Context: an optimization exercise on an open-source flow, tuned for small area, a short achievable clock period and few clock cycles per item. The choices shown serve that exercise and are no tape-out recipe. Where RTL was checked, it was by simulation tests only, not by an equivalence proof against the original. The RTL of run 3 was laid out without a check of its function. No activity file was given, so power comes from the tool's default toggle rates.

==> design/flow/design.v <==
`default_nettype none
package imbp_pkg;
  localparam int unsigned CFG_BITS     = 11;
  localparam int unsigned CFG_IDX_BITS = 2;
  localparam logic [CFG_IDX_BITS-1:0] REG_IMAGE_WIDTH  = 2'd0;
  localparam logic [CFG_IDX_BITS-1:0] REG_IMAGE_HEIGHT = 2'd1;
  localparam logic [CFG_BITS-1:0]     CFG_DIM_RESET    = 11'd1024;
  localparam int unsigned DEF_MAX_WIDTH  = 1024;
  localparam int unsigned DEF_MAX_HEIGHT = 1024;
  localparam int unsigned DEF_PIXEL_BITS = 8;
  localparam int unsigned PIX_PORT_BITS  = 8;
  localparam int unsigned ACC_BITS = 56;
  localparam int unsigned NUM_MOM  = 10;
  localparam int unsigned NUM_TERM = 5;
  localparam int unsigned W_M00 = 28;
  localparam int unsigned W_M1  = 37;
  localparam int unsigned W_M2  = 47;
  localparam int unsigned W_M11 = 46;
  localparam int unsigned W_M3  = 56;
  localparam int unsigned STEP_BITS = 4;
  localparam logic [STEP_BITS-1:0] STEP_PX   = 4'd0;
  localparam logic [STEP_BITS-1:0] STEP_PY   = 4'd1;
  localparam logic [STEP_BITS-1:0] STEP_PX2  = 4'd2;
  localparam logic [STEP_BITS-1:0] STEP_PXY  = 4'd3;
  localparam logic [STEP_BITS-1:0] STEP_PY2  = 4'd4;
  localparam logic [STEP_BITS-1:0] STEP_PX3  = 4'd5;
  localparam logic [STEP_BITS-1:0] STEP_PX2Y = 4'd6;
  localparam logic [STEP_BITS-1:0] STEP_PXY2 = 4'd7;
  localparam logic [STEP_BITS-1:0] STEP_PY3  = 4'd8;
  typedef logic [NUM_MOM-1:0][ACC_BITS-1:0] acc_arr_t;
  typedef struct packed {
    logic                 load;
    logic                 mul_en;
    logic [STEP_BITS-1:0] mul_sel;
    logic                 clear;
  } cmd_t;
  typedef struct packed {
    logic frame_end;
  } status_t;
endpackage
`default_nettype wire
`default_nettype none
module imbp_dca #(
  parameter int unsigned W = 56,
  parameter int unsigned K = 8
) (
  input  logic         clk_i,
  input  logic         clr,
  input  logic [W-1:0] op,
  output logic [W-1:0] s_q,
  output logic         cp       
);
  localparam int unsigned N = (W + K - 1) / K;
  logic [W-1:0] x, sum;
  logic [W:0]   c;
  logic [N-1:0] cq;
  assign x = s_q;
  for (genvar i = 0; i < W; i++) begin : g_bit
    if (i % K == 0) begin : g_cin
      if (i == 0) begin : g_lsb
        assign c[i] = 1'b0;
      end else begin : g_chunk
        assign c[i] = cq[i/K - 1];
      end
    end
    assign sum[i] = x[i] ^ op[i] ^ c[i];
    if ((i + 1) % K != 0 && i != W - 1) begin : g_ripple
      assign c[i+1] = (x[i] & op[i]) | (c[i] & (x[i] ^ op[i]));
    end else if (i != W - 1) begin : g_cout
      always_ff @(posedge clk_i) cq[i/K] <= ((x[i] & op[i]) | (c[i] & (x[i] ^ op[i]))) & ~clr;
    end
  end
  always_ff @(posedge clk_i) s_q <= sum & {W{~clr}};
  if (N > 1) begin : g_cp
    assign cp = |cq[N-2:0];
  end else begin : g_nocp
    assign cp = 1'b0;
  end
endmodule
`default_nettype wire
`default_nettype none
module imbp_dca3 #(
  parameter int unsigned W = 56,
  parameter int unsigned K = 8
) (
  input  logic         clk_i,
  input  logic         clr,
  input  logic [W-1:0] a,
  input  logic [W-1:0] b,
  output logic [W-1:0] s_q,
  output logic         cp       
);
  localparam int unsigned N = (W + K - 1) / K;
  logic [W-1:0] x, ss, cc, sum;
  logic [W:0]   c;
  logic [N-1:0] cq;
  assign x  = s_q;
  assign ss = x ^ a ^ b;
  assign cc = {(x[W-2:0] & a[W-2:0]) | (x[W-2:0] & b[W-2:0]) | (a[W-2:0] & b[W-2:0]), 1'b0};
  for (genvar i = 0; i < W; i++) begin : g_bit
    if (i % K == 0) begin : g_cin
      if (i == 0) begin : g_lsb
        assign c[i] = 1'b0;
      end else begin : g_chunk
        assign c[i] = cq[i/K - 1];
      end
    end
    assign sum[i] = ss[i] ^ cc[i] ^ c[i];
    if ((i + 1) % K != 0 && i != W - 1) begin : g_ripple
      assign c[i+1] = (ss[i] & cc[i]) | (c[i] & (ss[i] ^ cc[i]));
    end else if (i != W - 1) begin : g_cout
      always_ff @(posedge clk_i) cq[i/K] <= ((ss[i] & cc[i]) | (c[i] & (ss[i] ^ cc[i]))) & ~clr;
    end
  end
  always_ff @(posedge clk_i) s_q <= sum & {W{~clr}};
  if (N > 1) begin : g_cp
    assign cp = |cq[N-2:0];
  end else begin : g_nocp
    assign cp = 1'b0;
  end
endmodule
`default_nettype wire
`default_nettype none
module imbp_ppcsa #(
  parameter int unsigned XW = 30
) (
  input  logic [7:0]      p,
  input  logic [XW-1:0]   x,
  output logic [XW+7:0]   s,
  output logic [XW+7:0]   c
);
  localparam int unsigned PW = XW + 8;
  logic [PW-1:0] r [8];
  function automatic logic [PW-1:0] csa_s(input logic [PW-1:0] a, input logic [PW-1:0] b, input logic [PW-1:0] d);
    csa_s = a ^ b ^ d;
  endfunction
  function automatic logic [PW-1:0] csa_c(input logic [PW-1:0] a, input logic [PW-1:0] b, input logic [PW-1:0] d);
    csa_c = ((a & b) | (a & d) | (b & d)) << 1;
  endfunction
  for (genvar i = 0; i < 8; i++) begin : g_row
    assign r[i] = p[i] ? (PW'(x) << i) : '0;
  end
  logic [PW-1:0] a1, b1, a2, b2, a3, b3, a4, b4, a5, b5;
  assign a1 = csa_s(r[0], r[1], r[2]);
  assign b1 = csa_c(r[0], r[1], r[2]);
  assign a2 = csa_s(r[3], r[4], r[5]);
  assign b2 = csa_c(r[3], r[4], r[5]);
  assign a3 = csa_s(a1, b1, a2);
  assign b3 = csa_c(a1, b1, a2);
  assign a4 = csa_s(b2, r[6], r[7]);
  assign b4 = csa_c(b2, r[6], r[7]);
  assign a5 = csa_s(a3, b3, a4);
  assign b5 = csa_c(a3, b3, a4);
  assign s  = csa_s(a5, b5, b4);
  assign c  = csa_c(a5, b5, b4);
endmodule
`default_nettype wire
`default_nettype none
import imbp_pkg::*;
module image_moments_by_projections #(
  parameter int unsigned MAX_WIDTH  = DEF_MAX_WIDTH,
  parameter int unsigned MAX_HEIGHT = DEF_MAX_HEIGHT,
  parameter int unsigned PIXEL_BITS = DEF_PIXEL_BITS
) (
  input  logic                     clk_i,
  input  logic                     rst_ni,
  input  logic                     start,
  output logic                     busy,
  input  logic [PIX_PORT_BITS-1:0] pixel_i,
  input  logic                     cfg_we_i,
  input  logic [CFG_IDX_BITS-1:0]  cfg_idx_i,
  input  logic [CFG_BITS-1:0]      cfg_wdata_i,
  output logic                     valid_o,
  output logic [W_M00-1:0]         m00_o,
  output logic [W_M1-1:0]          m10_o,
  output logic [W_M1-1:0]          m01_o,
  output logic [W_M2-1:0]          m20_o,
  output logic [W_M11-1:0]         m11_o,
  output logic [W_M2-1:0]          m02_o,
  output logic [W_M3-1:0]          m30_o,
  output logic [W_M3-1:0]          m21_o,
  output logic [W_M3-1:0]          m12_o,
  output logic [W_M3-1:0]          m03_o
);
  localparam int unsigned CK0   = 6;
  localparam int unsigned CK3   = 5;
  localparam int unsigned CKE   = 4;
  function automatic logic [9:0] eff_m1(input logic [10:0] v);
    if (v == 11'd0)            eff_m1 = 10'd0;
    else if (v >= 11'd1024)    eff_m1 = 10'd1023;
    else                       eff_m1 = 10'(v - 11'd1);
  endfunction
  logic [9:0] wm1_q, hm1_q;
  logic       cfg_hit;
  assign cfg_hit = cfg_we_i && (cfg_idx_i == REG_IMAGE_WIDTH || cfg_idx_i == REG_IMAGE_HEIGHT);
  always_ff @(posedge clk_i or negedge rst_ni) begin
    if (!rst_ni) begin
      wm1_q <= 10'd1023;
      hm1_q <= 10'd1023;
    end else if (cfg_we_i) begin
      if (cfg_idx_i == REG_IMAGE_WIDTH)  wm1_q <= eff_m1(cfg_wdata_i);
      if (cfg_idx_i == REG_IMAGE_HEIGHT) hm1_q <= eff_m1(cfg_wdata_i);
    end
  end
  logic [9:0] nx_q, ny_q;
  logic       accept;
  logic       rl_now, rf_now, fl_now, y0_now, ff_now;
  logic       rl_after, ff_after;
  assign accept = start && !busy;
  assign rl_now = (nx_q == wm1_q);
  assign rf_now = (nx_q == 10'd0);
  assign y0_now = (ny_q == 10'd0);
  assign ff_now = rf_now && y0_now;
  assign fl_now = rl_now && (ny_q == hm1_q);
  assign rl_after = rl_now ? (wm1_q == 10'd0) : ((nx_q + 10'd1) == wm1_q);
  assign ff_after = fl_now;
  always_ff @(posedge clk_i or negedge rst_ni) begin
    if (!rst_ni) begin
      nx_q <= '0;
      ny_q <= '0;
    end else if (cfg_hit) begin
      nx_q <= '0;
      ny_q <= '0;
    end else if (accept) begin
      if (rl_now) begin
        nx_q <= '0;
        ny_q <= (ny_q == hm1_q) ? 10'd0 : ny_q + 10'd1;
      end else begin
        nx_q <= nx_q + 10'd1;
      end
    end
  end
  logic       s0_v;
  logic [7:0] s0_p, s1_p;
  logic       s0_rf, s0_rl, s0_fl, s0_y0;
  logic       s1_rf, s1_rl, s1_fl, s1_y0;
  logic       s2_rf, s2_rl, s2_fl, s2_y0;
  always_ff @(posedge clk_i or negedge rst_ni) begin
    if (!rst_ni) begin
      s0_v  <= 1'b0;
      s0_rf <= 1'b0;
      s0_rl <= 1'b0;
      s0_fl <= 1'b0;
      s1_rf <= 1'b0;
      s1_rl <= 1'b0;
      s1_fl <= 1'b0;
      s2_rf <= 1'b0;
      s2_rl <= 1'b0;
      s2_fl <= 1'b0;
    end else begin
      s0_v  <= accept;
      s0_rf <= accept && rf_now;
      s0_rl <= accept && rl_now;
      s0_fl <= accept && fl_now;
      s1_rf <= s0_rf;
      s1_rl <= s0_rl;
      s1_fl <= s0_fl;
      s2_rf <= s1_rf;
      s2_rl <= s1_rl;
      s2_fl <= s1_fl;
    end
  end
  always_ff @(posedge clk_i or negedge rst_ni) begin
    if (!rst_ni) begin
      s0_p <= 8'd0;
      s1_p <= 8'd0;
    end else begin
      s0_p <= accept ? pixel_i : 8'd0;
      s1_p <= s0_p;
    end
  end
  always_ff @(posedge clk_i) begin
    s0_y0 <= y0_now;
    s1_y0 <= s0_y0;
    s2_y0 <= s1_y0;
  end
  logic [9:0]  x1_q;
  logic [19:0] x2_q;
  logic [29:0] x3_q;
  logic [21:0] xd_q;
  logic [12:0] xe_q;
  always_ff @(posedge clk_i) begin
    if (s0_v) begin
      if (s0_rf) begin
        x1_q <= '0;
        x2_q <= '0;
        x3_q <= '0;
        xd_q <= 22'd1;
        xe_q <= 13'd6;
      end else begin
        x1_q <= x1_q + 10'd1;
        x2_q <= x2_q + {9'd0, x1_q, 1'b1};
        x3_q <= x3_q + 30'(xd_q);
        xd_q <= xd_q + 22'(xe_q);
        xe_q <= xe_q + 13'd6;
      end
    end
  end
  logic [7:0]  p0_q;
  logic [17:0] p1s, p1c, p1s_q, p1c_q;
  logic [27:0] p2s, p2c, p2s_q, p2c_q;
  logic [37:0] p3s, p3c, p3s_q, p3c_q;
  imbp_ppcsa #(.XW(10)) u_m1 (.p(s1_p), .x(x1_q), .s(p1s), .c(p1c));
  imbp_ppcsa #(.XW(20)) u_m2 (.p(s1_p), .x(x2_q), .s(p2s), .c(p2c));
  imbp_ppcsa #(.XW(30)) u_m3 (.p(s1_p), .x(x3_q), .s(p3s), .c(p3c));
  always_ff @(posedge clk_i) begin
    p0_q  <= s1_p;
    p1s_q <= p1s;
    p1c_q <= p1c;
    p2s_q <= p2s;
    p2c_q <= p2c;
    p3s_q <= p3s;
    p3c_q <= p3c;
  end
  logic [17:0] r0_q, r0_n;
  logic [27:0] r1_q, r1_n;
  logic [36:0] r2_q, r2_n;
  logic [W_M00-1:0] b00_q;
  logic [W_M1-1:0]  b10_q;
  logic [W_M2-1:0]  b20_q;
  logic [W_M3-1:0]  b30_q;
  logic bclr_q;
  logic cp_b00, cp_b10, cp_b20, cp_b30, cp_b01, cp_b02, cp_b03, cp_b11, cp_b12, cp_b21;
  logic cpend, fw_q, vfire;
  assign cpend = cp_b00 | cp_b10 | cp_b20 | cp_b30 | cp_b01 | cp_b02 | cp_b03 |
                 cp_b11 | cp_b12 | cp_b21;
  assign r0_n = r0_q + 18'(p0_q);
  assign r1_n = r1_q + 28'(p1s_q) + 28'(p1c_q);
  assign r2_n = r2_q + 37'(p2s_q) + 37'(p2c_q);
  always_ff @(posedge clk_i) begin
    r0_q <= s1_rf ? 18'd0 : r0_n;
    r1_q <= s1_rf ? 28'd0 : r1_n;
    r2_q <= s1_rf ? 37'd0 : r2_n;
  end
  imbp_dca  #(.W(W_M00), .K(CK0)) u_b00 (.clk_i, .clr(bclr_q), .op(W_M00'(p0_q)), .s_q(b00_q), .cp(cp_b00));
  imbp_dca3 #(.W(W_M1),  .K(CK3)) u_b10 (.clk_i, .clr(bclr_q), .a(W_M1'(p1s_q)), .b(W_M1'(p1c_q)), .s_q(b10_q), .cp(cp_b10));
  imbp_dca3 #(.W(W_M2),  .K(CK3)) u_b20 (.clk_i, .clr(bclr_q), .a(W_M2'(p2s_q)), .b(W_M2'(p2c_q)), .s_q(b20_q), .cp(cp_b20));
  imbp_dca3 #(.W(W_M3),  .K(CK3)) u_b30 (.clk_i, .clr(bclr_q), .a(W_M3'(p3s_q)), .b(W_M3'(p3c_q)), .s_q(b30_q), .cp(cp_b30));
  logic        load;
  logic [5:0]  rem_q, rem_d;        
  logic        e1_q, e2_q, e3_q;    
  logic        qfl_q;
  logic        b1_n, b2_n, b3_n;
  logic [46:0] q0_q;
  logic [46:0] q1_q;
  logic [45:0] q2_q;
  logic [9:0]  y_q, y_n;
  logic [9:0]  ys_q;                
  logic [9:0]  a2_q, a3_q, a2_n, a3_n;
  logic [10:0] t2, t3;
  logic [5:0]  steps_n;
  logic        act, last_step;
  assign load      = s2_rl;
  assign act       = (rem_q != 6'd0);
  assign last_step = (rem_q == 6'd1);
  assign vfire     = fw_q && !cpend;
  assign y_n       = s2_y0 ? 10'd0 : y_q + 10'd1;
  function automatic logic [5:0] nsteps(input logic [9:0] y);
    nsteps = 6'd1;
    for (int i = 0; i < 10; i++) if (y[i]) nsteps = 6'(3 * (i + 1));
  endfunction
  assign steps_n = nsteps(y_n);
  always_comb begin
    if (load)     rem_d = steps_n;
    else if (act) rem_d = rem_q - 6'd1;
    else          rem_d = rem_q;
  end
  always_comb begin
    if (load) begin
      b1_n = y_n[0];
      b2_n = y_n[0];
      b3_n = y_n[0];
      t2   = '0;
      t3   = '0;
      a2_n = y_n[0] ? {1'b0, y_n[9:1]} : 10'd0;
      a3_n = y_n[0] ? {1'b0, y_n[9:1]} : 10'd0;
    end else begin
      b1_n = ys_q[0];
      t2   = {1'b0, a2_q} + (b1_n ? {1'b0, y_q} : 11'd0);
      b2_n = t2[0];
      t3   = {1'b0, a3_q} + (b2_n ? {1'b0, y_q} : 11'd0);
      b3_n = t3[0];
      a2_n = t2[10:1];
      a3_n = t3[10:1];
    end
  end
  always_ff @(posedge clk_i or negedge rst_ni) begin
    if (!rst_ni) begin
      rem_q   <= '0;
      valid_o <= 1'b0;
      bclr_q  <= 1'b1;
      fw_q    <= 1'b0;
      e1_q    <= 1'b0;
      e2_q    <= 1'b0;
      e3_q    <= 1'b0;
    end else begin
      rem_q   <= rem_d;
      fw_q    <= (fw_q && !vfire) || (last_step && qfl_q);
      valid_o <= vfire;
      bclr_q  <= vfire;
      e1_q    <= (load || rem_q > 6'd1) && b1_n;
      e2_q    <= (load || rem_q > 6'd1) && b2_n;
      e3_q    <= (load || rem_q > 6'd1) && b3_n;
    end
  end
  always_ff @(posedge clk_i) begin
    a2_q <= a2_n;
    a3_q <= a3_n;
    if (load) begin
      y_q   <= y_n;
      ys_q  <= {1'b0, y_n[9:1]};
      q0_q  <= 47'(r0_n);
      q1_q  <= 47'(r1_n);
      q2_q  <= 46'(r2_n);
      qfl_q <= s2_fl;
    end else begin
      q0_q  <= {q0_q[45:0], 1'b0};
      q1_q  <= {q1_q[45:0], 1'b0};
      q2_q  <= {q2_q[44:0], 1'b0};
      ys_q  <= {1'b0, ys_q[9:1]};
    end
  end
  logic [W_M1-1:0]  b01_q;
  logic [W_M2-1:0]  b02_q;
  logic [W_M3-1:0]  b03_q;
  logic [W_M11-1:0] b11_q;
  logic [W_M3-1:0]  b12_q;
  logic [W_M3-1:0]  b21_q;
  imbp_dca #(.W(W_M1),  .K(CKE)) u_b01 (.clk_i, .clr(bclr_q), .op(e1_q ? W_M1'(q0_q)  : '0), .s_q(b01_q), .cp(cp_b01));
  imbp_dca #(.W(W_M2),  .K(CKE)) u_b02 (.clk_i, .clr(bclr_q), .op(e2_q ? W_M2'(q0_q)  : '0), .s_q(b02_q), .cp(cp_b02));
  imbp_dca #(.W(W_M3),  .K(CKE)) u_b03 (.clk_i, .clr(bclr_q), .op(e3_q ? W_M3'(q0_q)  : '0), .s_q(b03_q), .cp(cp_b03));
  imbp_dca #(.W(W_M11), .K(CKE)) u_b11 (.clk_i, .clr(bclr_q), .op(e1_q ? W_M11'(q1_q) : '0), .s_q(b11_q), .cp(cp_b11));
  imbp_dca #(.W(W_M3),  .K(CKE)) u_b12 (.clk_i, .clr(bclr_q), .op(e2_q ? W_M3'(q1_q)  : '0), .s_q(b12_q), .cp(cp_b12));
  imbp_dca #(.W(W_M3),  .K(CKE)) u_b21 (.clk_i, .clr(bclr_q), .op(e1_q ? W_M3'(q2_q)  : '0), .s_q(b21_q), .cp(cp_b21));
  logic inf_base, gt4, gt0, busy_acc, busy_noacc, busy_d;
  assign inf_base   = s0_rl || s1_rl;
  assign gt4        = load ? (!s2_y0 && y_q != 10'd0) : (rem_q > 6'd5);
  assign gt0        = load || rem_q > 6'd1 || (fw_q && !vfire) || (last_step && qfl_q);
  assign busy_acc   = (rl_after && (rl_now || inf_base || gt4)) ||
                      (ff_after && (rl_now || inf_base || gt0));
  assign busy_noacc = (rl_now && (inf_base || gt4)) ||
                      (ff_now && (inf_base || gt0));
  assign busy_d     = cfg_hit || (accept ? busy_acc : busy_noacc);
  always_ff @(posedge clk_i or negedge rst_ni) begin
    if (!rst_ni) busy <= 1'b1;
    else         busy <= busy_d;
  end
  assign m00_o = b00_q;
  assign m10_o = b10_q;
  assign m01_o = b01_q;
  assign m20_o = b20_q;
  assign m11_o = b11_q;
  assign m02_o = b02_q;
  assign m30_o = b30_q;
  assign m21_o = b21_q;
  assign m12_o = b12_q;
  assign m03_o = b03_q;
endmodule
`default_nettype wire
==> design/flow/flow/run.sh <==
#!/bin/bash
# Standard layout (the standard.sh, all steps), with plain buffers
# (buf_1) on the ports instead of the delay buffers buffer_ports picks by
# default. The full make output is kept in standard.log.
set -euo pipefail
export BUFFER_PORTS_ARGS="-buffer_cell sky130_fd_sc_hd__buf_1"
bash standard.sh finish > standard.log 2>&1
==> design/flow/standard.sh <==
#!/bin/bash
# synth_recipe.tcl (not shown) runs the flow's synth.tcl, then flattens the netlist and writes it again
# the make line also repeats each setting of config.mk as NAME=value (left out here)
make -C /OpenROAD-flow-scripts/flow DESIGN_CONFIG=/design/flow/config.mk WORK_HOME=/design/flow/orfs CLKGATE_MAP_FILE= SYNTH_SCRIPT=/design/flow/synth_recipe.tcl "${@:-finish}"
==> design/flow/config.mk <==
export PLATFORM = sky130hd
export DESIGN_NAME = image_moments_by_projections
export DESIGN_NICKNAME = image_moments_by_projections
export VERILOG_FILES = /design/flow/design.v
export SDC_FILE = /design/flow/constraint.sdc
export NUM_CORES = 4
export LEC_CHECK = 0
export CAP_MARGIN = 20
export CORE_MARGIN = 2
export CORE_UTILIZATION = 80
export CTS_BUF_LIST = sky130_fd_sc_hd__clkbuf_8
export CTS_CLUSTER_DIAMETER = 50
export CTS_CLUSTER_SIZE = 16
export PLACE_DENSITY = 0.88
export SETUP_SLACK_MARGIN = 5
export SLEW_MARGIN = 20
==> design/flow/constraint.sdc <==
create_clock -name core_clock -period 10.0 [get_ports {clk_i}]
set_input_delay 2.0000 -clock core_clock [delete_from_list [all_inputs] [get_ports {clk_i}]]
set_output_delay 2.0000 -clock core_clock [all_outputs]
set_load 0.01 [all_outputs]
==> key figures, run 1 <==
GRT
  – Initial antenna violation count: 7
  – Overall routing resource usage: 0.388
  – Vias in the first global route: 48.2k
  – First-pass GRT wire length: 257 mm
  – GR Overflow Total: 0
  – Largest net degree at the start of global routing: between 200 and 250

Clocking
  – CTS tree: done
  – Clock-pin slew on the worst setup and hold paths: ~0.10 ns
  – Cts bufs inserted: 115
  – Clock Latency Late Sink: 0.79 ns
  – Setup repair bufs after CTS: 0
  – CTS sink count: 1,162
  – H-tree levels: 3
  – Largest buffer count on any clock path: 3
  – Cts repair resizes: 0
  – Cts hold-fix bufs: 0
  – Clk root buf: clkbuf_8

Floorplanning
  – Full die area: 84,200 um^2
  – Cell row count: 104
  – Core footprint: between 80,000 and 90,000 um^2
  – Die extent in y: 290 um
  – Die width: 290 um
  – Initial core utilization: 0.811
  – # IOs: 493

Timing
  – Setup violators final: 0
  – Max Transition Viols Final: 0
  – Worst rel slew slack: 0.276
  – Final-report hold violation count: 0
  – Fin crit period: 3.80 ns
  – Crit share post-route: 0.380
  – Sum Neg Setup Slack: 0 ns
  – Worst-margin pin slew: between 1 and 1.5 ns
  – Worst Skew: 0.0578 ns
  – RSZ-0062 raised after global routing: false
  – Max Fclk: around 0.26 GHz
  – Setup ws final: 6.20 ns

Finish
  – Reg area: 24,700 um^2
  – Fin nets: 7,932
  – Area delta synth->final: 8.00%
  – Fill cells: 4,092
  – Final instance area: 70,800 um^2
  – Layout cells sized above 1: 0.0527
  – Post-layout util: 0.876
  – Area of the multi-input gates: 35,800 um^2

Routing
  – DR vias: 45.5k
  – Total length of routed wires: 159 mm
  – 1st-pass router iterations: 6
  – DRC: 0
  – Detail Route Antenna Nets: 0
  – Number of DRC markers in iteration 0: 3,424
  – Post-DR wirelength/cell: 19.9 um
  – Vias/cell: 5.70

Logic synthesis
  – Biggest area consumer among synthesized cells: dfxtp_1
  – EDFF count, synth: 104
  – Mapped cell area: between 60,000 and 70,000 um^2
  – Syn_area_per_cell: 10.2 um^2
  – Ys async rst share: 0.0671
  – Predominant post-synthesis flop cell: dfxtp_1
  – Ys Warns: 15
  – Synth area leaders: dfxtp_1 (30%), fa_1 (24%), inv_1 (6.2%)
  – Number of synthesized register bits: 1,162
  – Syn Inst Count: 6,418
  – Syn Nets: 7,537
  – Post-synthesis sequential area ratio: 0.377
  – Yosys cell types: around 90
  – Yosys top cell area share: 0.299

Min path
  – WHS Path Cells: 0
  – Critical hold path startpoint: s0_p[7]
  – Worst hold path type: flop to flop
  – Hold Path Sink: s1_p[7]

Run
  – Max Cap Viol: 0

Setup path
  – R2R Path End: p3s_q[31]
  – Worst path cell trace: buf_4 -> and2_1 -> fa_1 -> fa_1 -> inv_1 -> fa_1 -> inv_1 -> fa_1
  – Slowest CP cell: dfrtp_1
  – Critical path's most frequent cell: fa_1
  – Crit-path max FO: 35
  – RR Startpoint: s1_p[4]
  – Worst path max stage delay: 0.89 ns
  – Startpoint types: flop
  – Crit path kind: flop to flop
  – Worst reg-to-reg setup slack: a little over 6 ns
  – CP Capture Type: flop
  – Data required time of the worst path: 10.63 ns
  – Arr. time, crit path: between 4 and 5 ns
  – Worst R2R Path Depth: 8

Power and ir drop
  – Sw Ratio: 0.434
  – Combinational fraction of design power: 0.479
  – Psw: 9.37 mW
  – Register share of total power: 0.362
  – Peak VDD IR: 0.251 mV
  – Power per cell area: slightly above 300 nW/um^2
  – P_leak: 32.1 nW
  – Design internal power: 12.2 mW
  – Clk pwr share: 0.159

Outcome
  – Outcome: finished clean

Placement
  – Dpl ws: 6.27 ns
  – Post-Place Cell Area: 68,000 um^2
  – RD Place Congestion: 0.909
  – Hpwl dp: ~120 mm
  – IO buf count: ~490
-- layer usage --
metal  part of all wire  up-vias  global-route usage
met5            0.00025        -                   0
met4              0.061        6               0.211
met3              0.083      508              0.0833
met2               0.48     1926               0.643
met1               0.37    22642               0.479
li1                   -    20388                   -
-- registers in the layout, indices dropped and copies added, names as in the netlist, 23 cells and up --
register,flops
u_b20.s_q,47
q0_q,47
u_b03.s_q,56
q1_q,47
u_b21.s_q,56
r2_q,37
x3_q,30
u_b11.s_q,46
u_b12.s_q,56
q2_q,46
p3c_q,33
p2c_q,23
p3s_q,37
u_b30.s_q,56
u_b00.s_q,28
u_b10.s_q,37
r1_q,28
u_b01.s_q,37
p2s_q,27
u_b02.s_q,47
-- stage by stage --
step	hold slack (ns)	total power [mW]	instances
after detailed placement	0.314	17.9	7756
after global placement	0.315	17.2	7755
after floorplan	0.310	14.5	6418
final	0.336	21.6	7973
after CTS	0.342	21.6	7972
after global routing	0.348	23.3	7973
-- critical path: cells and delay by family, from the launching register on --
| family | cells | cell delay (ns) |
|---|---|---|
| and+or+nand+nor | 1 | 0.21 |
| adders and majority gates | 4 | 1.92 |
| buffers and inverters | 3 | 0.61 |
| DFF | 1 | 0.89 |
-- logic make-up after synthesis --
| family | after synthesis | synth area share |
|---|---|---|
| buffers and inverters | 1319 | 0.0760 |
| AND/OR/NAND/NOR | 2159 | 0.169 |
| XOR/XNOR | 187 | 0.0250 |
| flip-flops | 1162 | 0.377 |
| adder cells (fa/ha/maj) | 1094 | 0.299 |
| AO/OA/AOI/OAI | 425 | 0.0417 |
| multiplexers | 72 | 0.0125 |
-- power groups by stage --
stage | clock, mW | combinational (mW) | sequential (mW)
2_1_floorplan | 0 | 6.85 | 7.69
3_5_place_dp | 0 | 10.1 | 7.86
4_1_cts | 3.47 | 10.3 | 7.78
3_3_place_gp | 0 | 9.38 | 7.79
5_1_grt | 3.65 | 11.7 | 7.97
6_report | 3.44 | 10.3 | 7.82
-- layout make-up --
class	count	area share
repair buffers	516	0.0292
clock buffers	129	0.0251
multi-input cells	3937	0.506
well taps	1060	0.0187
inverters	1081	0.0573
clock inverters	87	0.0135
diodes	1	0.0000354
flip-flops and latches	1162	0.350
-- worst max-delay path by stage --
| stage | cells after the start | endpoint | startpoint |
|---|---|---|---|
| after floorplan | 6 | hm1_q[0] | cfg_wdata_i[6] |
| after global placement | 8 | busy | u_b20.cq[2] |
| after detailed placement | 8 | p1s_q[11] | s1_p[4] |
| after CTS | 8 | p3s_q[31] | s1_p[4] |
| after global routing | 14 | a3_q[7] | y_q[0] |
| final | 8 | p3s_q[31] | s1_p[4] |
-- cell usage after synthesis, drive strengths merged (4+ instances only) --
cell,instances
a2111oi,4
a211oi,14
a21boi,15
a21o,32
a21oi,116
a31o,6
a31oi,13
and2,533
and3,39
and4,4
buf,21
clkbuf,216
dfrtp,56
dfstp,22
dfxtp,980
edfxtp,104
fa,787
ha,307
inv,1081
mux2,66
mux2i,6
nand2,433
nand2b,17
nand3,50
nand4,34
nor2,524
nor2b,375
nor3,55
nor3b,10
nor4,39
nor4b,4
o211ai,10
o21a,20
o21ai,122
o21bai,10
o22ai,12
o31ai,16
or2,10
or3,17
or4,6
xnor2,97
xor2,90
-- cell usage in the layout (no fill, tap or decap), types with 11 or more instances in the layout --
master     synthesis  layout
dfrtp_1           56      48
or3_1             17      17
nor3_1            55      55
fa_1             787     787
a211oi_1          14      14
and3_1            39      39
nor4_1            39      37
buf_1             17     491
xnor2_1           97      97
clkinv_2           0      17
dfstp_2           22      21
clkbuf_8           1     129
nand2b_1          17      17
o31ai_1           14      14
a21o_1            29      29
xor2_1            90      90
o22ai_1           11      11
dfxtp_1          980     980
mux2_2            58      58
nand3_1           50      50
o21a_1            19      19
bufinv_16          0      12
nand4_1           34      34
nor2b_1          375     375
nand2_1          433     433
nor2_1           524     524
inv_1           1081    1089
edfxtp_1         104     104
a21oi_1          114     114
a21boi_0          14      14
buf_4              0      19
a31oi_1           12      12
ha_1             307     307
and2_1           531     531
o21ai_0          112     112
inv_6              0      18
Testbench counts, summed over its fixed seeds: cycles 39,979, pixels 39,465.
==> run 2: changes to the inputs <==
--- a/design/flow/config.mk
+++ b/design/flow/config.mk
@@ -7,10 +7,10 @@
 export LEC_CHECK = 0
 export CAP_MARGIN = 20
 export CORE_MARGIN = 2
-export CORE_UTILIZATION = 80
+export CORE_UTILIZATION = 55
 export CTS_BUF_LIST = sky130_fd_sc_hd__clkbuf_8
 export CTS_CLUSTER_DIAMETER = 50
 export CTS_CLUSTER_SIZE = 16
-export PLACE_DENSITY = 0.88
+export PLACE_DENSITY = 0.7
 export SETUP_SLACK_MARGIN = 5
 export SLEW_MARGIN = 20
==> run 2 against run 1 <==
Compared with the run above: utilization down 27 points; register-to-register slack about the same; combinational power down 4%; non-clock buffer count unchanged; die area up 45%; critical path type unchanged.
==> key figures, run 2 <==
GRT
  – Overall routing resource usage: 0.253 (-0.134)
  – First-pass GRT wire length: 243 mm (-5.5%)
  – Initial antenna violation count: 3 (-4)
  – Largest net degree at the start of global routing: 215 (unchanged)
  – Vias in the first global route: 44.7k (-7.4%)
  – GR Overflow Total: 0 (unchanged)

Power and ir drop
  – Peak VDD IR: 0.224 mV (-11%)
  – P_leak: 32.2 nW (+0.35%)
  – Power per cell area: 298 nW/um^2 (-2.2%)

Floorplanning
  – Initial core utilization: 0.555 (-0.256)
  – Die width: 349 um (+20%)
  – Core footprint: 118,000 um^2 (+46%)
  – Cell row count: 126 (+21%)
  – Die extent in y: 349 um (+20%)
  – # IOs: 493 (unchanged)
  – Full die area: 122,000 um^2 (+45%)

Logic synthesis
  – Yosys top cell area share: 0.299 (unchanged)
  – EDFF count, synth: 104 (unchanged)
  – Ys async rst share: 0.0671 (unchanged)
  – Mapped cell area: 65,500 um^2 (unchanged)
  – Post-synthesis sequential area ratio: 0.377 (unchanged)
  – Count leader, synth: inv_1
  – Synth area leaders: dfxtp_1 (30%), fa_1 (24%), inv_1 (6.2%)
  – Ys Warns: 15 (unchanged)
  – Syn_area_per_cell: 10.2 um^2 (unchanged)
  – Number of synthesized register bits: 1,162 (unchanged)
  – Biggest area consumer among synthesized cells: dfxtp_1
  – Predominant post-synthesis flop cell: dfxtp_1
  – Syn Inst Count: 6,418 (unchanged)
  – Syn Nets: 7,537 (unchanged)
  – Synth cell count leaders: inv_1 (1,081), dfxtp_1 (980), fa_1 (787)
  – Yosys cell types: 91 (unchanged)

Routing
  – 1st-pass router iterations: 5 (-1)
  – Detail Route Antenna Nets: 0 (unchanged)
  – Vias/cell: 5.10 (-11%)
  – Total length of routed wires: 151 mm (-5.0%)
  – Post-DR wirelength/cell: 17.8 um (-11%)
  – DRC: 0 (unchanged)
  – Number of DRC markers in iteration 0: 2,629 (-23%)
  – DR vias: 43.2k (-5.0%)

Min path
  – WHS Path Cells: 0 (unchanged)
  – Hold Path Sink: s2_y0
  – Critical hold path startpoint: s1_y0
  – Worst hold path type: flop to flop

Timing
  – Hold WS: 0.341 ns (+0.00474 ns)
  – Crit share post-route: 0.379 (-0.000890)
  – Max Transition Viols Final: 0 (unchanged)
  – Worst Skew: 0.0480 ns (-0.00978 ns)
  – Final-report hold violation count: 0 (unchanged)
  – Worst-margin pin slew: 1.11 ns (+0.0355 ns)
  – Max Fclk: 0.264 GHz (+0.23%)
  – Sum Neg Setup Slack: 0 ns (unchanged)
  – Fin crit period: 3.79 ns (-0.00890 ns)
  – Setup violators final: 0 (unchanged)
  – RSZ-0062 raised after global routing: false
  – Worst rel slew slack: 0.259 (-0.0171)

Run
  – Max Cap Viol: 0 (unchanged)

Clocking
  – Clk root buf: clkbuf_8
  – Cts repair resizes: 0 (unchanged)
  – H-tree levels: 4 (+1)
  – Clock-pin slew on the worst setup and hold paths: 0.09 ns (about the same)
  – Largest buffer count on any clock path: 3 (unchanged)
  – Cts hold-fix bufs: 0 (unchanged)
  – Clock Latency Late Sink: 0.84 ns (+0.05 ns)
  – CTS tree: done
  – Setup repair bufs after CTS: 0 (unchanged)
  – CTS sink count: 1,162 (unchanged)
  – Cts bufs inserted: 131 (+14%)

Finish
  – Fin nets: 7,948 (+0.20%)
  – Area delta synth->final: 9.31%
  – Most frequent cells in the layout: inv_1 (1,092), dfxtp_1 (980), fa_1 (787)
  – Layout cells sized above 1: 0.0557 (+0.00299)
  – Commonest non-fill, non-tap cell in the layout: inv_1

Placement
  – IO buf count: 492 (unchanged)
  – RD Place Congestion: 0.901 (-0.86%)
  – Hpwl dp: 115 mm (-1.6%)

Setup path
  – Crit-path max FO: 60 (+71%)
  – RR Startpoint: e1_q
  – CP Capture Type: flop
  – Startpoint types: flop
  – Worst reg-to-reg setup slack: 6.21 ns (about the same)
  – Arr. time, crit path: 4.48 ns (+0.05 ns)
  – Crit path kind: flop to flop
  – Worst R2R Path Depth: 10 (+2)
  – Data required time of the worst path: 10.69 ns (+0.06 ns)
  – R2R Path End: u_b11.s_q[19]

Outcome
  – Outcome: finished clean
run 2: cell counts after synthesis:
Identical to the previous run, type by type.
run 2: kinds of logic after synthesis:
logic type	after synthesis	share of synthesized area
adder cells (fa/ha/maj)	1094	0.299
AND/OR/NAND/NOR	2159	0.169
AO/OA/AOI/OAI	425	0.0417
XOR/XNOR	187	0.0250
buffers and inverters	1319	0.0760
multiplexers	72	0.0125
flip-flops	1162	0.377
run 2: worst max path at each step:
stage                         startpoint             to  slack [ns]
after floorplan           cfg_wdata_i[6]       hm1_q[0]        6.66
after global placement       u_b20.cq[2]           busy        5.89
after detailed placement     u_b30.cq[2]           busy        6.22
after CTS                           e1_q  u_b21.s_q[19]        6.20
after global routing                e1_q  u_b21.s_q[23]        5.98
final                               e1_q  u_b11.s_q[19]        6.21
run 2: area by class of cell:
| class | count | area, um^2 |
|---|---|---|
| Tap cell | 1536 | 1920 |
| Sequential cell | 1162 | 24700 |
| Inverter | 1081 | 4060 |
| Clock buffer | 148 | 2040 |
| Fill cell | 10005 | 46500 |
| Clock inverter | 92 | 951 |
| Antenna cell | 4 | 10.0 |
| Multi-Input combinational cell | 3937 | 35800 |
| Timing Repair Buffer | 516 | 2070 |
run 2: per-stage QoR:
stage / cells / util / cell area [um^2] / power (mW) / setup slack [ns]
after global placement: 8232 / 0.581 / 68600 / 17.4 / 5.89
after detailed placement: 8232 / 0.581 / 68600 / 17.8 / 6.22
after floorplan: 6418 / - / 65500 / 14.5 / 6.66
after CTS: 8472 / 0.607 / 71600 / 21.6 / 6.20
final: 8476 / 0.607 / 71600 / 21.4 / 6.21
after global routing: 8476 / 0.607 / 71600 / 23.4 / 5.98
run 2: routing by layer:
metal  global-route usage  up-vias  part of all wire
li1                     -    20450                 -
met3               0.0542      223             0.064
met4               0.0842        2             0.031
met5                    0        -          0.000086
met2                0.416      910              0.47
met1                0.334    21601              0.43
run 2: critical path: stages (launching register included):
cell and delay, ns:
dfrtp_4 0.57, buf_4 0.57, buf_4 0.57, nand2_1 0.15, fa_1 0.41, fa_1 0.41
inv_1 0.08, fa_1 0.16, inv_1 0.05, fa_1 0.50, nor2_1 0.05
run 2: power by group:
group	switching (mW)	internal, mW
clock	1.91	1.73
combinational	5.79	4.11
sequential	1.40	6.42
==> run 3: changes to the inputs <==
--- a/design/flow/design.v
+++ b/design/flow/design.v
@@ -184,7 +184,7 @@
 );
   localparam int unsigned CK0   = 6;
   localparam int unsigned CK3   = 5;
-  localparam int unsigned CKE   = 4;
+  localparam int unsigned CKE   = 3;
   function automatic logic [9:0] eff_m1(input logic [10:0] v);
     if (v == 11'd0)            eff_m1 = 10'd0;
     else if (v >= 11'd1024)    eff_m1 = 10'd1023;
--- a/design/flow/config.mk
+++ b/design/flow/config.mk
@@ -7,10 +7,10 @@
 export LEC_CHECK = 0
 export CAP_MARGIN = 20
 export CORE_MARGIN = 2
-export CORE_UTILIZATION = 55
+export CORE_UTILIZATION = 70
 export CTS_BUF_LIST = sky130_fd_sc_hd__clkbuf_8
 export CTS_CLUSTER_DIAMETER = 50
 export CTS_CLUSTER_SIZE = 16
-export PLACE_DENSITY = 0.7
+export PLACE_DENSITY = 0.8
 export SETUP_SLACK_MARGIN = 5
 export SLEW_MARGIN = 20
==> run 3 against run 2 <==
Compared with the run above: utilization rose by 16 points; largest power group unchanged; clock-buffer cell count down 6; final area increased by 0.85%; routed wire length is 1.6% higher; final cell count is 1.7% lower.
==> key figures, run 3 <==
Setup path
  – CP Launch Point: p1s_q[1]
  – CP Capture Type: flop
  – Startpoint types: flop
  – Slowest CP cell: o41ai_1
  – Crit-path max FO: 6 (-90%)
  – Crit path kind: flop to flop
  – Critical Path Sink: q1_q[27]
  – Arr. time, crit path: 4.58 ns (+0.10 ns)
  – R2R Path End: q1_q[27]
  – Worst path cell trace: ha_1 -> ha_1 -> fa_1 -> a211oi_1 -> nor2_1 -> o21bai_1 -> a211oi_1 -> o41ai_1 -> nor2_1 -> xnor2_1 -> a21oi_1
  – Worst reg-to-reg setup slack: 6.09 ns (-0.12 ns)
  – Worst path max stage delay: 0.94 ns (+0.37 ns)
  – Data required time of the worst path: 10.67 ns (-0.02 ns)
  – RR Startpoint: p1s_q[1]
  – Worst R2R Path Depth: 11 (+1)

Finish
  – Reg area: 25,300 um^2 (+2.2%)
  – Layout cells sized above 1: 0.0514 (-0.00426)
  – Most frequent cells in the layout: inv_1 (1,131), dfxtp_1 (1,006), fa_1 (787)
  – Area delta synth->final: 8.44%
  – Commonest non-fill, non-tap cell in the layout: inv_1
  – Post-layout util: 0.764 (+0.157)
  – Fill cells: 6,552 (-35%)
  – Area of the multi-input gates: 36,200 um^2 (+1.0%)
  – Fin nets: 8,083 (+1.7%)

Logic synthesis
  – Syn_area_per_cell: 10.1 um^2 (-0.65%)
  – Post-synthesis sequential area ratio: 0.379 (+0.00165)
  – Predominant post-synthesis flop cell: dfxtp_1
  – Yosys top cell area share: 0.302 (+0.00292)
  – Synth cell count leaders: inv_1 (1,122), dfxtp_1 (1,006), fa_1 (787)
  – Ys Warns: 15 (unchanged)
  – Yosys cell types: 78 (-14%)
  – Syn Inst Count: 6,567 (+2.3%)
  – Synth area leaders: dfxtp_1 (30%), fa_1 (24%), inv_1 (6.3%)
  – Number of synthesized register bits: 1,188 (+2.2%)
  – Ys async rst share: 0.0657 (-0.00147)
  – Syn Nets: 7,686 (+2.0%)
  – EDFF count, synth: 104 (unchanged)
  – Count leader, synth: inv_1
  – Mapped cell area: 66,600 um^2 (+1.7%)
  – Biggest area consumer among synthesized cells: dfxtp_1

Placement
  – Hpwl dp: 116 mm (+0.83%)
  – IO buf count: 492 (unchanged)
  – Dpl ws: 6.19 ns (-0.0249 ns)
  – RD Place Congestion: 0.915 (+1.6%)

Floorplanning
  – Full die area: 97,700 um^2 (-20%)
  – # IOs: 493 (unchanged)
  – Initial core utilization: 0.704 (+0.149)
  – Die width: 312 um (-11%)
  – Core footprint: 94,600 um^2 (-20%)
  – Cell row count: 113 (-10%)
  – Die extent in y: 312 um (-11%)

Clocking
  – Setup repair bufs after CTS: 0 (unchanged)
  – Cts repair resizes: 0 (unchanged)
  – Largest buffer count on any clock path: 3 (unchanged)
  – Cts hold-fix bufs: 0 (unchanged)
  – Clk root buf: clkbuf_8
  – Clock-pin slew on the worst setup and hold paths: 0.09 ns (about the same)
  – H-tree levels: 4 (unchanged)
  – CTS tree: done
  – Cts bufs inserted: 130 (-0.76%)
  – Clock Latency Late Sink: 0.84 ns (about the same)
  – CTS sink count: 1,188 (+2.2%)

GRT
  – GR Overflow Total: 0 (unchanged)
  – Initial antenna violation count: 2 (-1)
  – Overall routing resource usage: 0.323 (+0.0697)
  – First-pass GRT wire length: 248 mm (+2.1%)
  – Vias in the first global route: 46.7k (+4.5%)
  – Largest net degree at the start of global routing: 229 (+6.5%)

Timing
  – Max Transition Viols Final: 0 (unchanged)
  – Max Fclk: 0.256 GHz (-2.9%)
  – Crit share post-route: 0.391 (+0.0115)
  – Setup violators final: 0 (unchanged)
  – Sum Neg Setup Slack: 0 ns (unchanged)
  – Final-report hold violation count: 0 (unchanged)
  – Setup ws final: 6.09 ns (-0.115 ns)
  – Worst-margin pin slew: 1.18 ns (+0.0698 ns)
  – Worst rel slew slack: 0.205 (-0.0538)
  – Fin crit period: 3.91 ns (+0.115 ns)
  – Worst Skew: 0.0506 ns (+0.00254 ns)
  – RSZ-0062 raised after global routing: false

Routing
  – Detail Route Antenna Nets: 0 (unchanged)
  – Number of DRC markers in iteration 0: 3,277 (+25%)
  – Post-DR wirelength/cell: 18.4 um (+3.4%)
  – DRC: 0 (unchanged)
  – Total length of routed wires: 153 mm (+1.6%)
  – DR vias: 44.7k (+3.5%)
  – Vias/cell: 5.37 (+5.3%)
  – 1st-pass router iterations: 7 (+2)

Power and ir drop
  – Overall Power: 21.1 mW (-1.0%)
  – Power per cell area: 293 nW/um^2 (-1.9%)
  – P_leak: 32.8 nW (+2.0%)
  – Peak VDD IR: 0.275 mV (+23%)

Min path
  – Worst hold path type: flop to flop
  – WHS Path Cells: 0 (unchanged)

Outcome
  – Outcome: finished clean

Run
  – Max Cap Viol: 0 (unchanged)
run 3: changes by cell type after synthesis, moves of 7 or more:
cell / before / now
nor2b_1: 375 / 394
buf_1: 17 / 10
dfxtp_1: 980 / 1006
nand2_1: 433 / 410
o21ai_0: 112 / 148
a21o_1: 29 / 41
inv_1: 1081 / 1122
clkbuf_1: 215 / 229
a31oi_1: 12 / 25
xnor2_1: 97 / 89
o22ai_1: 11 / 4
a211oi_1: 14 / 21
and3_1: 39 / 59
and2_1: 531 / 548
run 3: kinds of logic after synthesis:
family,share of synthesized area
xor+xnor,0.0237
compound gates,0.0439
buf+inv,0.0780
flops,0.379
mux,0.0116
simple gates,0.170
fa+ha+maj,0.294
run 3: power breakdown:
part / internal, mW / total [mW] / leakage (nW) / switching (mW)
combinational: 4.04 / 9.77 / 21.1 / 5.73
sequential: 6.43 / 7.77 / 10.2 / 1.33
clock: 1.70 / 3.61 / 1.48 / 1.90
run 3: through the flow:
step | std cells | hold WS [ns] | instance area, um^2
finish | 8331 | 0.331 | 72200
global route | 8330 | 0.337 | 72200
CTS | 8328 | 0.316 | 72200
detailed placement | 8097 | 0.327 | 69300
global placement | 8096 | 0.318 | 69300
floorplan | 6567 | 0.310 | 66600
run 3: cell type report:
cell class                 count  area share
clock inverter                89      0.0134
timing repair buffer         515      0.0281
sequential                  1188       0.350
multi-input combinational   4007       0.501
clock buffer                 142      0.0271
inverter                    1122      0.0583
tap                         1265      0.0219
antenna                        3    0.000104
run 3: layer usage:
layer / routed length [um] / vias to the layer above / track usage
met5: 0 / - / 0
met4: 6750 / 0 / 0.135
met3: 9780 / 322 / 0.0641
met2: 73700 / 1235 / 0.533
met1: 62800 / 22250 / 0.421
li1: - / 20897 / -
run 3: how the worst min path moves through the flow:
stage | from | to | slack [ns]
2_1_floorplan | s0_y0 | s1_y0 | 0.31
3_3_place_gp | s1_y0 | s2_y0 | 0.32
3_5_place_dp | s1_y0 | s2_y0 | 0.33
4_1_cts | s0_p[0] | s1_p[0] | 0.32
5_1_grt | s0_p[0] | s1_p[0] | 0.34
6_report | s0_p[0] | s1_p[0] | 0.33
run 3: worst max-delay path, delay by kind of cell, from the launching register on:
kind / cells / cell delay, ns
compound gates: 5 / 1.90
fa+ha+maj: 3 / 1.01
flops: 1 / 0.33
simple gates: 2 / 0.26
xor+xnor: 1 / 0.26
==> run 4: changes to the inputs <==
--- a/design/flow/design.v
+++ b/design/flow/design.v
@@ -184,7 +184,7 @@
 );
   localparam int unsigned CK0   = 6;
   localparam int unsigned CK3   = 5;
-  localparam int unsigned CKE   = 3;
+  localparam int unsigned CKE   = 4;
   function automatic logic [9:0] eff_m1(input logic [10:0] v);
     if (v == 11'd0)            eff_m1 = 10'd0;
     else if (v >= 11'd1024)    eff_m1 = 10'd1023;
==> run 4 against run 3 <==
Compared with the run above: first-iteration DRC count is 16% lower; register-to-register slack improved by 0.13 ns; power is 1.0% higher; critical path type unchanged; final cell count fell by 1.9%; highest routed layer is now met5; global-route usage down 0.81 points; largest power group unchanged; critical path depth decreased by 3.
==> key figures, run 4 <==
Outcome
  – Outcome: finished clean

Floorplanning
  – # IOs: 493 (unchanged)
  – Full die area: 96,100 um^2 (-1.6%)
  – Die width: 310 um (-0.81%)
  – Die extent in y: 310 um (-0.81%)
  – Cell row count: 112 (-0.88%)
  – Core footprint: 93,000 um^2 (-1.6%)
  – Initial core utilization: 0.704 (about the same)

Logic synthesis
  – Mapped cell area: 65,500 um^2 (-1.6%)
  – Yosys top cell area share: 0.299 (-0.00292)
  – Biggest area consumer among synthesized cells: dfxtp_1
  – Syn Nets: 7,537 (-1.9%)
  – Ys Warns: 15 (unchanged)
  – Number of synthesized register bits: 1,162 (-2.2%)
  – Yosys cell types: 91 (+17%)
  – Predominant post-synthesis flop cell: dfxtp_1
  – EDFF count, synth: 104 (unchanged)
  – Syn_area_per_cell: 10.2 um^2 (+0.65%)
  – Synth area leaders: dfxtp_1 (30%), fa_1 (24%), inv_1 (6.2%)
  – Count leader, synth: inv_1
  – Post-synthesis sequential area ratio: 0.377 (-0.00165)
  – Ys async rst share: 0.0671 (+0.00147)
  – Syn Inst Count: 6,418 (-2.3%)
  – Synth cell count leaders: inv_1 (1,081), dfxtp_1 (980), fa_1 (787)

Clocking
  – Cts hold-fix bufs: 0 (unchanged)
  – Clock Latency Late Sink: 0.84 ns (about the same)
  – CTS sink count: 1,162 (-2.2%)
  – Clk root buf: clkbuf_8
  – Cts bufs inserted: 117 (-10%)
  – CTS tree: done
  – Setup repair bufs after CTS: 0 (unchanged)
  – H-tree levels: 3 (-1)
  – Largest buffer count on any clock path: 3 (unchanged)
  – Cts repair resizes: 0 (unchanged)
  – Clock-pin slew on the worst setup and hold paths: 0.10 ns (about the same)

Setup path
  – CP delay by family, top: simple AND/OR/NAND/NOR gates
  – Crit path kind: flop to flop
  – Arr. time, crit path: 4.51 ns (-0.07 ns)
  – Buf+Inv Stages, Crit Path: 0 (unchanged)
  – Worst path max stage delay: 0.99 ns (+0.05 ns)
  – Slowest CP cell: nor4_1
  – CP Capture Type: flop
  – Worst reg-to-reg setup slack: 6.22 ns (+0.13 ns)
  – Data required time of the worst path: 10.73 ns (+0.06 ns)
  – Startpoint types: flop
  – Worst path cell trace: nor4_1 -> nand4_1 -> nor4_1 -> nand4_1 -> a32o_1 -> o21a_1 -> o21ai_0 -> o211ai_1
  – Crit-path max FO: 2 (-4)

Power and ir drop
  – P_leak: 32.1 nW (-2.2%)
  – Peak VDD IR: 0.268 mV (-2.6%)
  – Power per cell area: 300 nW/um^2 (+2.6%)
  – Overall Power: 21.4 mW (+1.0%)

Finish
  – Layout cells sized above 1: 0.0529 (+0.00153)
  – Fin nets: 7,934 (-1.8%)
  – Fill cells: 6,310 (-3.7%)
  – Area delta synth->final: 8.53% (about the same)
  – Layout Cells excl Fill: 8,172 (-1.9%)
  – Most frequent cells in the layout: inv_1 (1,089), dfxtp_1 (980), fa_1 (787)
  – Commonest non-fill, non-tap cell in the layout: inv_1

Routing
  – DR vias: 43.5k (-2.8%)
  – Detail Route Antenna Nets: 0 (unchanged)
  – 1st-pass router iterations: 5 (-2)
  – Number of DRC markers in iteration 0: 2,765 (-16%)
  – Total length of routed wires: 147 mm (-3.8%)
  – Vias/cell: 5.32 (-0.89%)
  – DRC: 0 (unchanged)
  – Post-DR wirelength/cell: 18.0 um (-1.9%)

GRT
  – Initial antenna violation count: 5 (+3)
  – First-pass GRT wire length: 236 mm (-4.9%)
  – GR Overflow Total: 0 (unchanged)
  – Vias in the first global route: 45.2k (-3.2%)
  – Largest net degree at the start of global routing: 236 (+3.1%)
  – Overall routing resource usage: 0.315 (-0.00812)

Timing
  – Worst-margin pin slew: 1.15 ns (-0.0286 ns)
  – Fin crit period: 3.78 ns (-0.126 ns)
  – Max Fclk: 0.264 GHz (+3.3%)
  – Worst Skew: 0.0647 ns (+0.0142 ns)
  – Max Transition Viols Final: 0 (unchanged)
  – Setup violators final: 0 (unchanged)
  – Final-report hold violation count: 0 (unchanged)
  – RSZ-0062 raised after global routing: false
  – Sum Neg Setup Slack: 0 ns (unchanged)
  – Crit share post-route: 0.378 (-0.0126)
  – Worst rel slew slack: 0.224 (+0.0192)

Run
  – Max Cap Viol: 0 (unchanged)

Placement
  – IO buf count: 492 (unchanged)
  – RD Place Congestion: 0.893 (-2.4%)
  – Hpwl dp: 112 mm (-3.4%)
  – Placed insts: 7,950 (-1.8%)

Min path
  – Worst hold path type: flop to flop
## run 4: cell types whose count changed after synthesis, moves of 8 or more
cell      before   now
dfxtp_1     1006   980
a31oi_1       25    12
nor2b_1      394   375
o21ai_0      148   112
clkbuf_1     229   215
inv_1       1122  1081
xnor2_1       89    97
a21o_1        41    29
nand2_1      410   433
and2_1       548   531
and3_1        59    39
## run 4: layout make-up
cell class	count	area, um^2	area share
multi-input cells	3937	35800	0.504
clock inverters	94	1120	0.0157
clock buffers	126	1730	0.0244
repair buffers	516	2060	0.0290
flip-flops and latches	1162	24700	0.348
inverters	1081	4060	0.0571
diodes	2	5.00	0.0000704
well taps	1254	1570	0.0221
## run 4: power by group
group	leakage, nW	total [mW]	internal, mW	switching (mW)
combinational	20.6	10.0	4.17	5.88
clock	1.46	3.55	1.65	1.91
sequential	10.0	7.76	6.41	1.34
## run 4: layer usage
layer  wire [um]  part of all wire  global-route usage
met5           8          0.000054                   0
met4        7360             0.050               0.143
met3       10100             0.069              0.0689
met2       70000              0.48               0.519
met1       59800              0.41               0.401
## run 4: final timing paths
| check | from | to | cells past startpoint |
|---|---|---|---|
| min | s0_p[5] | s1_p[5] | 0 |
| min reg2reg | s0_p[5] | s1_p[5] | 0 |
| max in group asynchronous | rst_ni | s0_rf | 2 |
| max | u_b20.cq[2] | busy | 8 |
| min in group asynchronous | rst_ni | e3_q | 2 |
| max reg2reg | u_b20.cq[2] | busy | 8 |
## run 4: through the flow
stage	hold WS, ns	util	setup WS, ns	area [um^2]
floorplan	0.310	-	6.66	65500
detailed placement	0.333	0.734	6.24	68300
global route	0.357	0.764	6.01	71100
CTS	0.343	0.764	6.20	71100
finish	0.343	0.764	6.22	71100
global placement	0.315	0.734	6.36	68300
## run 4: kinds of logic after synthesis
logic type               synth area share
AO/OA/AOI/OAI                      0.0417
AND/OR/NAND/NOR                     0.169
flip-flops                          0.377
multiplexers                       0.0125
XOR/XNOR                           0.0250
buffers and inverters              0.0760
adder cells (fa/ha/maj)             0.299
## run 4: worst register-to-register path, stage by stage, from the launching register on
cell and delay (ns):
dfxtp_1 0.38, nor4_1 1.00, nand4_1 0.48, nor4_1 0.43, nand4_1 0.46, a32o_1 0.41
o21a_1 0.21, o21ai_0 0.19, o211ai_1 0.11
Testbench counts of run 4, summed over its fixed seeds: cycles 39,979, pixels 39,465.
==> run 5: changes to the inputs <==
--- a/design/flow/config.mk
+++ b/design/flow/config.mk
@@ -9,8 +9,8 @@
 export CORE_MARGIN = 2
 export CORE_UTILIZATION = 70
 export CTS_BUF_LIST = sky130_fd_sc_hd__clkbuf_8
-export CTS_CLUSTER_DIAMETER = 50
-export CTS_CLUSTER_SIZE = 16
+export CTS_CLUSTER_DIAMETER = 60
+export CTS_CLUSTER_SIZE = 20
 export PLACE_DENSITY = 0.8
 export SETUP_SLACK_MARGIN = 5
 export SLEW_MARGIN = 20
==> run 5 against run 4 <==
Compared with the run above: still clean; clock skew shrank 0.016 ns; critical endpoint unchanged; sequential cell count is the same; synthesized cell count is the same; combinational power is essentially flat; setup slack lost 0.021 ns; final area shrank 1.1%; via count shrank 0.38%; power shrank 2.9%.
==> key figures, run 5 <==
Clocking
  – CTS tree: done
  – Largest buffer count on any clock path: 3 (unchanged)
  – Cts hold-fix bufs: 0 (unchanged)
  – Cts repair resizes: 0 (unchanged)
  – Clock-pin slew on the worst setup and hold paths: 0.12 ns (+0.02 ns)
  – Clk root buf: clkbuf_8
  – H-tree levels: 3 (unchanged)
  – Clock Latency Late Sink: 0.83 ns (about the same)
  – Cts bufs inserted: 93 (-21%)
  – Setup repair bufs after CTS: 0 (unchanged)
  – CTS sink count: 1,162 (unchanged)

Floorplanning
  – Initial core utilization: 0.704 (unchanged)
  – Die width: 310 um (unchanged)
  – Full die area: 96,100 um^2 (unchanged)
  – # IOs: 493 (unchanged)
  – Core footprint: 93,000 um^2 (unchanged)
  – Cell row count: 112 (unchanged)
  – Die extent in y: 310 um (unchanged)

Placement
  – IO buf count: 492 (unchanged)
  – Dpl ws: 6.24 ns (unchanged)
  – RD Place Congestion: 0.893 (unchanged)
  – Hpwl dp: 112 mm (unchanged)

Setup path
  – Arr. time, crit path: 4.51 ns (about the same)
  – Crit-path max FO: 2 (unchanged)
  – Crit path kind: flop to flop
  – Buf+Inv Stages, Crit Path: 0 (unchanged)
  – CP Capture Type: flop
  – Data required time of the worst path: 10.71 ns (-0.02 ns)
  – CP delay by family, top: simple AND/OR/NAND/NOR gates
  – Startpoint types: flop
  – Worst path cell trace: nor4_1 -> nand4_1 -> nor4_1 -> nand4_1 -> a32o_1 -> o21a_1 -> o21ai_0 -> o211ai_1
  – Worst path max stage delay: 1.00 ns (about the same)
  – Slowest CP cell: nor4_1

Finish
  – Fill cells: 6,439 (+2.0%)
  – Area of the multi-input gates: 35,800 um^2 (unchanged)
  – Area delta synth->final: 7.38%
  – Layout cells sized above 1: 0.0463 (-0.00661)
  – Commonest non-fill, non-tap cell in the layout: inv_1
  – Most frequent cells in the layout: inv_1 (1,086), dfxtp_1 (980), fa_1 (787)
  – Reg area: 24,700 um^2 (unchanged)
  – Fin nets: 7,910 (-0.30%)

GRT
  – GR Overflow Total: 0 (unchanged)
  – Largest net degree at the start of global routing: 236 (unchanged)
  – Vias in the first global route: 44.8k (-0.90%)
  – Initial antenna violation count: 5 (unchanged)
  – First-pass GRT wire length: 236 mm (+0.21%)
  – Overall routing resource usage: 0.314 (-0.000609)

Timing
  – Max Transition Viols Final: 0 (unchanged)
  – Sum Neg Setup Slack: 0 ns (unchanged)
  – Crit share post-route: 0.380 (+0.00207)
  – Worst rel slew slack: 0.195 (-0.0297)
  – Worst-margin pin slew: 1.20 ns (+0.0442 ns)
  – Setup ws final: 6.20 ns (-0.0207 ns)
  – Fin crit period: 3.80 ns (+0.0207 ns)
  – RSZ-0062 raised after global routing: false
  – Worst Skew: 0.0484 ns (-0.0163 ns)
  – Setup violators final: 0 (unchanged)
  – Max Fclk: 0.263 GHz (-0.54%)
  – Final-report hold violation count: 0 (unchanged)

Logic synthesis
  – Synth cell count leaders: inv_1 (1,081), dfxtp_1 (980), fa_1 (787)
  – Yosys top cell area share: 0.299 (unchanged)
  – Syn Nets: 7,537 (unchanged)
  – Count leader, synth: inv_1
  – Ys async rst share: 0.0671 (unchanged)
  – EDFF count, synth: 104 (unchanged)
  – Number of synthesized register bits: 1,162 (unchanged)
  – Yosys cell types: 91 (unchanged)
  – Syn Inst Count: 6,418 (unchanged)
  – Predominant post-synthesis flop cell: dfxtp_1
  – Syn_area_per_cell: 10.2 um^2 (unchanged)
  – Ys Warns: 15 (unchanged)
  – Synth area leaders: dfxtp_1 (30%), fa_1 (24%), inv_1 (6.2%)
  – Post-synthesis sequential area ratio: 0.377 (unchanged)
  – Biggest area consumer among synthesized cells: dfxtp_1
  – Mapped cell area: 65,500 um^2 (unchanged)

Power and ir drop
  – Power per cell area: 295 nW/um^2 (-1.9%)
  – P_leak: 31.7 nW (-1.2%)
  – Peak VDD IR: 0.261 mV (-2.4%)

Routing
  – 1st-pass router iterations: 6 (+1)
  – Post-DR wirelength/cell: 18.1 um (+0.24%)
  – Number of DRC markers in iteration 0: 2,744 (-0.76%)
  – Vias/cell: 5.33 (+0.20%)
  – DR vias: 43.3k (-0.38%)
  – DRC: 0 (unchanged)
  – Total length of routed wires: 147 mm (-0.33%)
  – Detail Route Antenna Nets: 0 (unchanged)

Run
  – Max Cap Viol: 0 (unchanged)

Outcome
  – Outcome: finished clean

Min path
  – Worst hold path type: flop to flop
## run 5: cell types whose count changed in the layout (fill, tap and decap cells not counted), sizes merged
cell and change:
bufinv -11, clkbuf -28, clkinv -1, clkinvlp -4
diode +2, inv -5
## run 5: cell type report
class,instances,area share
multi-input combinational,3937,0.509
sequential,1162,0.352
inverter,1081,0.0577
timing repair buffer,516,0.0293
antenna,4,0.000142
clock inverter,73,0.0106
tap,1254,0.0223
clock buffer,98,0.0192
## run 5: final timing paths
| check | from | endpoint | slack (ns) | cells past startpoint |
|---|---|---|---|---|
| hold / removal | s0_p[5] | s1_p[5] | 0.33 | 0 |
| min in group asynchronous | rst_ni | e1_q | 1.29 | 2 |
| setup / recovery | u_b30.cq[0] | busy | 6.20 | 8 |
| max in group asynchronous | rst_ni | s0_rf | 8.09 | 2 |
| hold reg to reg | s0_p[5] | s1_p[5] | 0.33 | 0 |
| setup reg to reg | u_b30.cq[0] | busy | 6.20 | 8 |
## run 5: worst register-to-register path: stages (launching register included)
cell,delay [ns]
dfxtp_1,0.43
nor4_1,1.00
nand4_1,0.47
nor4_1,0.44
nand4_1,0.47
a32o_1,0.42
o21a_1,0.21
o21ai_0,0.17
o211ai_1,0.11
## run 5: kinds of logic (layout without fill, tap and decap cells)
kind of cell | Yosys count | after routing | synth area share
fa+ha+maj | 1094 | 1094 | 0.299
other cells | 0 | 4 | 0
mux | 72 | 72 | 0.0125
xor+xnor | 187 | 187 | 0.0250
flops | 1162 | 1162 | 0.377
compound gates | 425 | 425 | 0.0417
simple gates | 2159 | 2159 | 0.169
buf+inv | 1319 | 1768 | 0.0760
## run 5: where the power goes
group | internal, mW | switching [mW] | total, mW
Clock | 1.12 | 1.81 | 2.93
Sequential | 6.41 | 1.34 | 7.75
Combinational | 4.16 | 5.89 | 10.0
Total | 11.7 | 9.03 | 20.7
## run 5: per-layer routing
metal / track usage / part of all wire
met1: 0.404 / 0.41
met2: 0.519 / 0.47
met3: 0.0669 / 0.066
met4: 0.135 / 0.049
met5: 0 / 0.000089
## run 5: metrics by stage
stage	utilization	hold WS, ns	instance area (um^2)	instances	power [mW]
2_1_floorplan	-	0.310	65500	6418	14.5
3_3_place_gp	0.734	0.315	68300	7950	17.3
3_5_place_dp	0.734	0.333	68300	7950	17.8
4_1_cts	0.756	0.327	70400	8121	20.9
5_1_grt	0.756	0.336	70400	8123	22.7
6_report	0.756	0.328	70400	8125	20.7

-- re-timing with driven ports --
In the flow no input, the clock included, has a driving cell. The finished layouts below were timed again as built, in two steps.
Step 1 assumes that a clkbuf_16 drives the clock port and a buf_2 every other input.
Step 2 adds t to the input delays and takes it off the output delays; t is the mean of the earliest and latest rising clock arrival at the registers after step 1. Input paths then give back, and output paths get back, about the clock's delay inside the block.
Three values: ideal ports, drivers, drivers and shift; two values: the first two.
| run | shift t [ns] | slack for setup (ns) | worst setup path after step 2 | worst slew at a driven data input, ns | pins driven straight from the clock port |
|---|---|---|---|---|---|
| run 1 | 0.829 | 6.199 / 6.199 / 6.199 | register to register | 0.05 | 1 |
| run 2 | 0.889 | 6.208 / 6.208 / 6.208 | register to register | 0.04 | 1 |
| run 3 | 0.884 | 6.093 / 6.093 / 6.093 | register to register | 0.05 | 1 |
| run 4 | 0.875 | 6.219 / 6.162 / 6.205 | input to register | 0.03 | 1 |
| run 5 | 0.868 | 6.198 / 6.198 / 6.165 | input to register | 0.03 | 1 |
After both steps every run listed still meets setup and hold. For run 5, which loses most, drivers alone change the setup slack by 0.000 ns; drivers and shift together by -0.033 ns.
